Source: an optimization exercise on an open RTL-to-GDS flow (aim: small area, a short achievable clock period and few clock cycles per item). Production flows keep margins and buffers that such runs may drop.
Function was checked by simulation only, so behaviour that the tests miss may differ from the original.
Power figures rest on the tool's default switching activity, not on a simulated workload.

==> inputs of job 2755 <==
// included_region_next_lookup_core
module included_region_next_lookup_core #(
	parameter int MAX_ENTRIES = irnl_pkg::MAX_ENTRIES_DEF,
	parameter int ADDR_WIDTH  = irnl_pkg::ADDR_WIDTH_DEF
) (
	input  wire logic                             clk,
	input  wire logic                             arst_n,
	input  wire logic                             req_valid,
	output      logic                             req_ready,
	input  wire logic [irnl_pkg::CMD_W-1:0]       req_cmd,
	input  wire logic [irnl_pkg::FIELD_W-1:0]     req_region_start,
	input  wire logic [irnl_pkg::FIELD_W-1:0]     req_region_end,
	input  wire logic [irnl_pkg::ENTRY_W-1:0]     req_target_entry,
	input  wire logic [irnl_pkg::FIELD_W-1:0]     req_query_address,
	output      logic                             rsp_valid,
	input  wire logic                             rsp_ready,
	output      logic                             rsp_found,
	output      logic [irnl_pkg::ENTRY_W-1:0]     rsp_result_entry,
	output      logic [irnl_pkg::STATUS_W-1:0]    rsp_status,
	output      logic [irnl_pkg::HELD_W-1:0]      rsp_entries_held
);
clock: 6.5 ns
lec_check: 0
cap_margin: 20
core_margin: 2
core_utilization: 40
place_density: 0.55
setup_slack_margin: 3.0
slew_margin: 20
synth_hierarchical: 1
synth_memory_max_bits: 8192
run.sh (not shown) runs the stock make flow with config.mk's settings and CLKGATE_MAP_FILE= SYNTH_SCRIPT=/design/flow/synth_recipe.tcl, a recipe that flattens the netlist after the stock synthesis.
==> job 5592: changes against job 2755 <==
--- a/flow/design.v
+++ b/flow/design.v
@@ -78,61 +78,39 @@
 			ro = ro | (r[j] & {6{oh[j]}});
 		end
 	end
 	assign vo  = |v;
 	assign rpo = ro + 6'(|(oh & pinc));
 	assign io  = {|oh[7:4], |{oh[7:6], oh[3:2]}, |{oh[7], oh[5], oh[3], oh[1]}};
 endmodule
 module irnl_grpc (
-	input  wire logic [7:0]      v,
 	input  wire logic [7:0][5:0] r,
-	output      logic            vo,
-	output      logic [5:0]      ro,
-	output      logic [2:0]      io,
-	output      logic [7:0]      oh      
+	output      logic [7:0][7:0] lt
 );
 	function automatic logic lt6(input logic [5:0] a, input logic [5:0] b);
 		logic [5:0] g, p;
 		g = ~a & b;
 		p = ~a | b;
 		for (int w = 1; w < 6; w = w * 2) begin
 			for (int i = 0; i + w < 6; i = i + 2 * w) begin
 				g[i] = g[i + w] | (p[i + w] & g[i]);
 				p[i] = p[i + w] & p[i];
 			end
 		end
 		lt6 = g[0];
 	endfunction
-	logic [7:0][7:0] lt;    
 	always_comb begin
 		lt = '0;
 		for (int j = 0; j < 8; j++) begin
 			for (int k = j + 1; k < 8; k++) begin
 				lt[j][k] = lt6(r[j], r[k]);
 			end
 		end
 	end
-	always_comb begin
-		for (int j = 0; j < 8; j++) begin
-			oh[j] = v[j];
-			for (int k = 0; k < 8; k++) begin
-				if (k > j) oh[j] = oh[j] && (!v[k] || lt[j][k]);
-				if (k < j) oh[j] = oh[j] && (!v[k] || !lt[k][j]);
-			end
-		end
-	end
-	always_comb begin
-		ro = '0;
-		for (int j = 0; j < 8; j++) begin
-			ro = ro | (r[j] & {6{oh[j]}});
-		end
-	end
-	assign vo  = |v;
-	assign io  = {|oh[7:4], |{oh[7:6], oh[3:2]}, |{oh[7], oh[5], oh[3], oh[1]}};
 endmodule
 module irnl_pe (
 	input  wire logic [63:0] v,
 	output      logic        hit,
 	output      logic [5:0]  idx
 );
 	logic [6:0] pe [127];    
 	for (genvar i = 0; i < 64; i++) begin : g_leaf
@@ -146,36 +124,40 @@
 endmodule
 module irnl_fin (
 	input  wire logic            find,
 	input  wire logic            hit,
 	input  wire logic [5:0]      ent,
 	input  wire logic [5:0]      n,       
 	input  wire logic [7:0]      gv,
 	input  wire logic [7:0][5:0] gr,
+	input  wire logic [7:0][7:0] glt,     
 	input  wire logic [7:0][5:0] grp,
 	input  wire logic [7:0][2:0] gi,
 	input  wire logic            plt,     
 	input  wire logic [5:0]      r1,      
 	output      logic            found_o,
 	output      logic [5:0]      ent_o,
 	output      logic [5:0]      rnew
 );
 	logic       cv, pwin;
 	logic [2:0] cg, cl;
 	logic [7:0] coh;
 	logic [5:0] crank;
-	irnl_grpc u_cgrp (
-		.v    (gv),
-		.r    (gr),
-		.vo   (cv),
-		.ro   (),
-		.io   (cg),
-		.oh   (coh)
-	);
+	always_comb begin
+		for (int j = 0; j < 8; j++) begin
+			coh[j] = gv[j];
+			for (int k = 0; k < 8; k++) begin
+				if (k > j) coh[j] = coh[j] && (!gv[k] || glt[j][k]);
+				if (k < j) coh[j] = coh[j] && (!gv[k] || !glt[k][j]);
+			end
+		end
+	end
+	assign cv = |gv;
+	assign cg = {|coh[7:4], |{coh[7:6], coh[3:2]}, |{coh[7], coh[5], coh[3], coh[1]}};
 	always_comb begin
 		cl    = '0;
 		crank = '0;
 		pwin  = plt;
 		for (int g = 0; g < 8; g++) begin
 			cl    = cl | (gi[g] & {3{coh[g]}});
 			crank = crank | (grp[g] & {6{coh[g]}});
 			pwin  = pwin && (!gv[g] || !(gr[g] < r1));
@@ -196,60 +178,79 @@
 		end
 	end
 	assign rnew = pwin ? r1 : (cv ? crank : n);
 endmodule
 `default_nettype wire
 `timescale 1ns / 1ps
 `default_nettype none
 module irnl_ctrl #(
-	parameter int DEPTH = 5
+	parameter int DEPTH = 5           
 ) (
-	input  wire logic                      clk,
-	input  wire logic                      arst_n,
-	input  wire logic                      req_valid,
-	output      logic                      req_ready,
-	output      logic                      accept,
-	input  wire logic                      push,
+	input  wire logic                       clk,
+	input  wire logic                       arst_n,
+	input  wire logic                       req_valid,
+	output      logic                       req_ready,
+	output      logic                       accept,
+	input  wire logic                       push,
 	input  wire logic [irnl_pkg::RSP_W-1:0] push_data,
-	output      logic                      rsp_valid,
-	input  wire logic                      rsp_ready,
+	output      logic                       rsp_valid,
+	input  wire logic                       rsp_ready,
 	output      logic [irnl_pkg::RSP_W-1:0] rsp_data
 );
-	localparam int PW = $clog2(DEPTH);
+	localparam int QD = DEPTH - 1;
+	localparam int PW = $clog2(QD);
 	localparam int CW = $clog2(DEPTH + 1);
-	logic [CW-1:0] inflight_q;
-	logic [CW-1:0] fill_q;
+	localparam int FW = $clog2(QD + 1);
+	logic [CW-1:0] inflight_q, inflight_d;
+	logic          ready_q;
+	logic          out_v_q;
+	logic [irnl_pkg::RSP_W-1:0] out_q;
+	logic [FW-1:0] fill_q;
 	logic [PW-1:0] wp_q, rp_q;
-	logic [irnl_pkg::RSP_W-1:0] buf_q [DEPTH];
-	logic take;
-	assign req_ready = inflight_q < CW'(DEPTH);
-	assign accept    = req_valid && req_ready;
-	assign rsp_valid = fill_q != '0;
-	assign take      = rsp_valid && rsp_ready;
-	assign rsp_data  = buf_q[rp_q];
+	logic [irnl_pkg::RSP_W-1:0] buf_q [QD];
+	logic take, load, qempty, pop, qpush;
+	assign req_ready = ready_q;
+	assign accept    = req_valid && ready_q;
+	assign rsp_valid = out_v_q;
+	assign rsp_data  = out_q;
+	assign take      = out_v_q && rsp_ready;
+	assign load   = !out_v_q || take;
+	assign qempty = fill_q == '0;
+	assign pop    = load && !qempty;
+	assign qpush  = push && !(load && qempty);
+	assign inflight_d = inflight_q + CW'(accept) - CW'(take);
 	always_ff @(posedge clk or negedge arst_n) begin
 		if (!arst_n) begin
 			inflight_q <= '0;
+			ready_q    <= 1'b0;
+			out_v_q    <= 1'b0;
 			fill_q     <= '0;
 			wp_q       <= '0;
 			rp_q       <= '0;
 		end else begin
-			inflight_q <= inflight_q + CW'(accept) - CW'(take);
-			fill_q     <= fill_q + CW'(push) - CW'(take);
-			if (push) begin
-				wp_q <= (wp_q == PW'(DEPTH - 1)) ? '0 : wp_q + PW'(1);
+			inflight_q <= inflight_d;
+			ready_q    <= inflight_d < CW'(DEPTH);
+			if (load) begin
+				out_v_q <= !qempty || push;
+			end
+			fill_q <= fill_q + FW'(qpush) - FW'(pop);
+			if (qpush) begin
+				wp_q <= (wp_q == PW'(QD - 1)) ? '0 : wp_q + PW'(1);
 			end
-			if (take) begin
-				rp_q <= (rp_q == PW'(DEPTH - 1)) ? '0 : rp_q + PW'(1);
+			if (pop) begin
+				rp_q <= (rp_q == PW'(QD - 1)) ? '0 : rp_q + PW'(1);
 			end
 		end
 	end
 	always_ff @(posedge clk) begin
-		if (push) begin
+		if (load) begin
+			out_q <= qempty ? push_data : buf_q[rp_q];
+		end
+		if (qpush) begin
 			buf_q[wp_q] <= push_data;
 		end
 	end
 endmodule
 `default_nettype wire
 `timescale 1ns / 1ps
 `default_nettype none
 module irnl_dp #(
@@ -282,16 +283,28 @@
 		x0_q   <= (cmd == irnl_pkg::CMD_FIND) ? query_address : region_start;
 		xn0_q  <= ~((cmd == irnl_pkg::CMD_FIND) ? query_address : region_start);
 		e0_q   <= region_end;
 		t0_q   <= target_entry;
 	end
 	logic [N-1:0][AW-1:0] st_q, en_q;
 	logic [N-1:0][5:0]    rk_q;
 	logic [N/8-1:0][7:0][7:0] pb_q;
+	logic [N/8-1:0][7:0][7:0] pbm;       
+	for (genvar g = 0; g < N / 8; g++) begin : g_pbm
+		for (genvar j = 0; j < 8; j++) begin : g_j
+			for (genvar k = 0; k < 8; k++) begin : g_k
+				if (j < k) begin : g_u
+					assign pbm[g][j][k] = pb_q[g][j][k];
+				end else begin : g_z
+					assign pbm[g][j][k] = 1'b0;
+				end
+			end
+		end
+	end
 	logic [N-1:0]         act_q;      
 	logic [6:0]           count_q;
 	logic [N-1:0]         below_q;    
 	logic a_clear, a_append, a_mark, a_find, full, mark_ok;
 	assign a_clear  = v0_q && (cmd0_q == irnl_pkg::CMD_CLEAR);
 	assign a_append = v0_q && (cmd0_q == irnl_pkg::CMD_APPEND);
 	assign a_mark   = v0_q && (cmd0_q == irnl_pkg::CMD_MARK);
 	assign a_find   = v0_q && (cmd0_q == irnl_pkg::CMD_FIND);
@@ -328,19 +341,33 @@
 				count_q <= count_q + 7'd1;
 				below_q <= {below_q[N-2:0], 1'b1};
 			end
 			if (a_mark && mark_ok) begin
 				act_q[t0_q] <= 1'b1;
 			end
 		end
 	end
+	logic [N-1:0] at_cnt, at_next, we_q;
+	for (genvar i = 0; i < N; i++) begin : g_at
+		if (i == 0) begin : g_0
+			assign at_cnt[i] = !below_q[i];
+		end else begin : g_i
+			assign at_cnt[i] = below_q[i-1] && !below_q[i];
+		end
+	end
+	assign at_next = a_clear               ? N'(1) :
+	                 (a_append && !full)   ? {at_cnt[N-2:0], 1'b0} :
+	                                         at_cnt;
+	always_ff @(posedge clk) begin
+		we_q <= (accept && (cmd == irnl_pkg::CMD_APPEND)) ? at_next : '0;
+	end
 	always_ff @(posedge clk) begin
 		for (int i = 0; i < N; i++) begin
-			if (a_append && ((i == 0) || below_q[(i > 0) ? i - 1 : 0]) && !below_q[i]) begin
+			if (we_q[i]) begin
 				st_q[i] <= x0_q;
 				en_q[i] <= e0_q;
 			end
 		end
 	end
 	logic          v1_q, find1_q, app1_q;
 	logic [5:0]    n1_q;
 	logic [5:0]    ent1_q;
@@ -387,27 +414,31 @@
 	logic [NG-1:0]      gv_b;
 	logic [NG-1:0][5:0] gr_b;
 	logic [NG-1:0][2:0] gi_b;
 	logic [NG-1:0][5:0] grp_b;
 	logic         pend_c;
 	logic [N-1:0] pmask_b, vlt_b, pinc_b;
 	logic         plt_b;
 	assign pend_c = v2_q && app2_q;
-	for (genvar i = 0; i < N; i++) begin : g_pend
-		assign pmask_b[i] = pend_c && (n2_q == 6'(i));
+	logic [N-1:0] pm_q;
+	always_ff @(posedge clk) begin
+		for (int i = 0; i < N; i++) begin
+			pm_q[i] <= a_append && app1_q && below_q[i] && ((i == N - 1) || !below_q[(i < N - 1) ? i + 1 : i]);
+		end
 	end
+	assign pmask_b = pm_q;
 	assign vlt_b  = vlt_q & ~pmask_b;
 	assign plt_b  = |(vlt_q & pmask_b);
 	assign pinc_b = pend_c ? vlt2_q : '0;
 	for (genvar g = 0; g < NG; g++) begin : g_grp
 		irnl_grp u_grp (
 			.v    (vlt_b[g*G +: G]),
 			.r    (rk_q[g*G +: G]),
-			.p    (pb_q[g]),
+			.p    (pbm[g]),
 			.pinc (pinc_b[g*G +: G]),
 			.vo   (gv_b[g]),
 			.ro   (gr_b[g]),
 			.rpo  (grp_b[g]),
 			.io   (gi_b[g])
 		);
 	end
 	always_ff @(posedge clk) begin
@@ -428,18 +459,23 @@
 	logic [N-1:0]       vlt2_q;
 	logic [5:0]         ent2_q;
 	logic [1:0]         sts2_q;
 	logic [6:0]         held2_q;
 	logic [NG-1:0]      gv2_q;
 	logic [NG-1:0][5:0] gr2_q;
 	logic [NG-1:0][2:0] gi2_q;
 	logic [NG-1:0][5:0] grp2_q;
+	logic [NG-1:0][7:0] glt_b, glt2_q;
 	logic               plt2_q;
 	logic [5:0]         r1_q;       
+	irnl_grpc u_glt (
+		.r  (gr_b),
+		.lt (glt_b)
+	);
 	always_ff @(posedge clk or negedge arst_n) begin
 		if (!arst_n) v2_q <= 1'b0;
 		else         v2_q <= v1_q;
 	end
 	always_ff @(posedge clk) begin
 		find2_q <= find1_q;
 		app2_q  <= app1_q;
 		n2_q    <= n1_q;
@@ -447,27 +483,29 @@
 		hit2_q  <= hit_b;
 		ent2_q  <= find1_q ? hidx_b : ent1_q;
 		sts2_q  <= sts1_q;
 		held2_q <= held1_q;
 		gv2_q   <= gv_b;
 		gr2_q   <= gr_b;
 		gi2_q   <= gi_b;
 		grp2_q  <= grp_b;
+		glt2_q  <= glt_b;
 		plt2_q  <= plt_b;
 	end
 	logic       found_c;
 	logic [5:0] ent_c;
 	logic [5:0] rnew_c;
 	irnl_fin u_fin (
 		.find    (find2_q),
 		.hit     (hit2_q),
 		.ent     (ent2_q),
 		.gv      (gv2_q),
 		.gr      (gr2_q),
+		.glt     (glt2_q),
 		.gi      (gi2_q),
 		.n       (n2_q),
 		.grp     (grp2_q),
 		.plt     (plt2_q),
 		.r1      (r1_q),
 		.found_o (found_c),
 		.ent_o   (ent_c),
 		.rnew    (rnew_c)
- CELL_PAD_IN_SITES_DETAIL_PLACEMENT: not set -> 1
- CELL_PAD_IN_SITES_GLOBAL_PLACEMENT: not set -> 1
- CTS_CLUSTER_DIAMETER: not set -> 60
- CTS_CLUSTER_SIZE: not set -> 20
==> notes.md <==
metric                                                                      job 2755                   job 5592
Core area                                                                632800 um^2                640400 um^2
Power share of the clock group                                                 0.392                      0.411
Slack of the worst reg-to-reg path                                           2.60 ns                    2.72 ns
Run status                                                            finished clean             finished clean
Path depth of the worst reg2reg path                                              18                          7
Placer congestion estimate                                                    0.9394                     0.9223
Antenna fix cells                                                                 95                        219
Clock net power                                                             34600 uW                   35300 uW
Pleak                                                                      0.1048 uW                  0.1021 uW
Final worst clock skew                                                    0.07806 ns                 0.06332 ns
Avg Inst Size Synth                                                       12.13 um^2                 12.17 um^2
CTS resizes                                                                     1248                        240
Via-per-instance ratio                                                         6.400                      6.381
Met3 layer usage reported by global route                                    0.07075                    0.05770
Cell with the largest stage delay on the worst path         sky130_fd_sc_hd__dfrtp_4  sky130_fd_sc_hd__and4bb_1
Net count after synthesis                                                     21.22k                     21.36k
Critical path data required time                                             5.20 ns                    7.42 ns
Final core utilization                                                        0.4833                     0.4661
Violation count after the first detailed-routing iteration                    30.60k                     27.14k
Logic inverters                                                                 2026                       2040
Testbench counts of job 2755, summed over its fixed seeds: cycles 13,454, commands 13,422.
Testbench counts of job 5592, summed over its fixed seeds: cycles 13,454, commands 13,422.

## port drivers added, routing unchanged
How much do the figures lean on ideal ports? The routed layouts below were timed once more, with nothing changed but the port constraints. Step 1 (the two cells are an assumption about what drives the block):
set clk [get_ports {clk}]
set_driving_cell -lib_cell sky130_fd_sc_hd__clkbuf_16 $clk
set_driving_cell -lib_cell sky130_fd_sc_hd__buf_2 [delete_from_list [all_inputs] $clk]
Step 2 moves the port delays by t, midway between the first and last clock arrival at a register: inputs arrive t later, outputs are due t later. That takes back most of the time a late clock gives input paths. Three values: no drivers, after step 1, after step 2; two values: the first two.
run | shift t [ns] | slack for setup (ns) | worst setup path after step 2 | slew at the worst register clock pin (ns) | worst slew at a driven data input, ns
job 2755 | 1.232 | 2.570 / 2.435 / 2.599 | register to register | 0.07 / 0.07 | 0.13
job 5592 | 1.264 | 2.724 / 2.724 / 2.299 | input to register | 0.09 / 0.09 | 0.14
After both steps every run listed still meets setup and hold. The setup slack of job 5592, which loses most, moves by 0.000 ns with the drivers and by -0.425 ns with both steps.
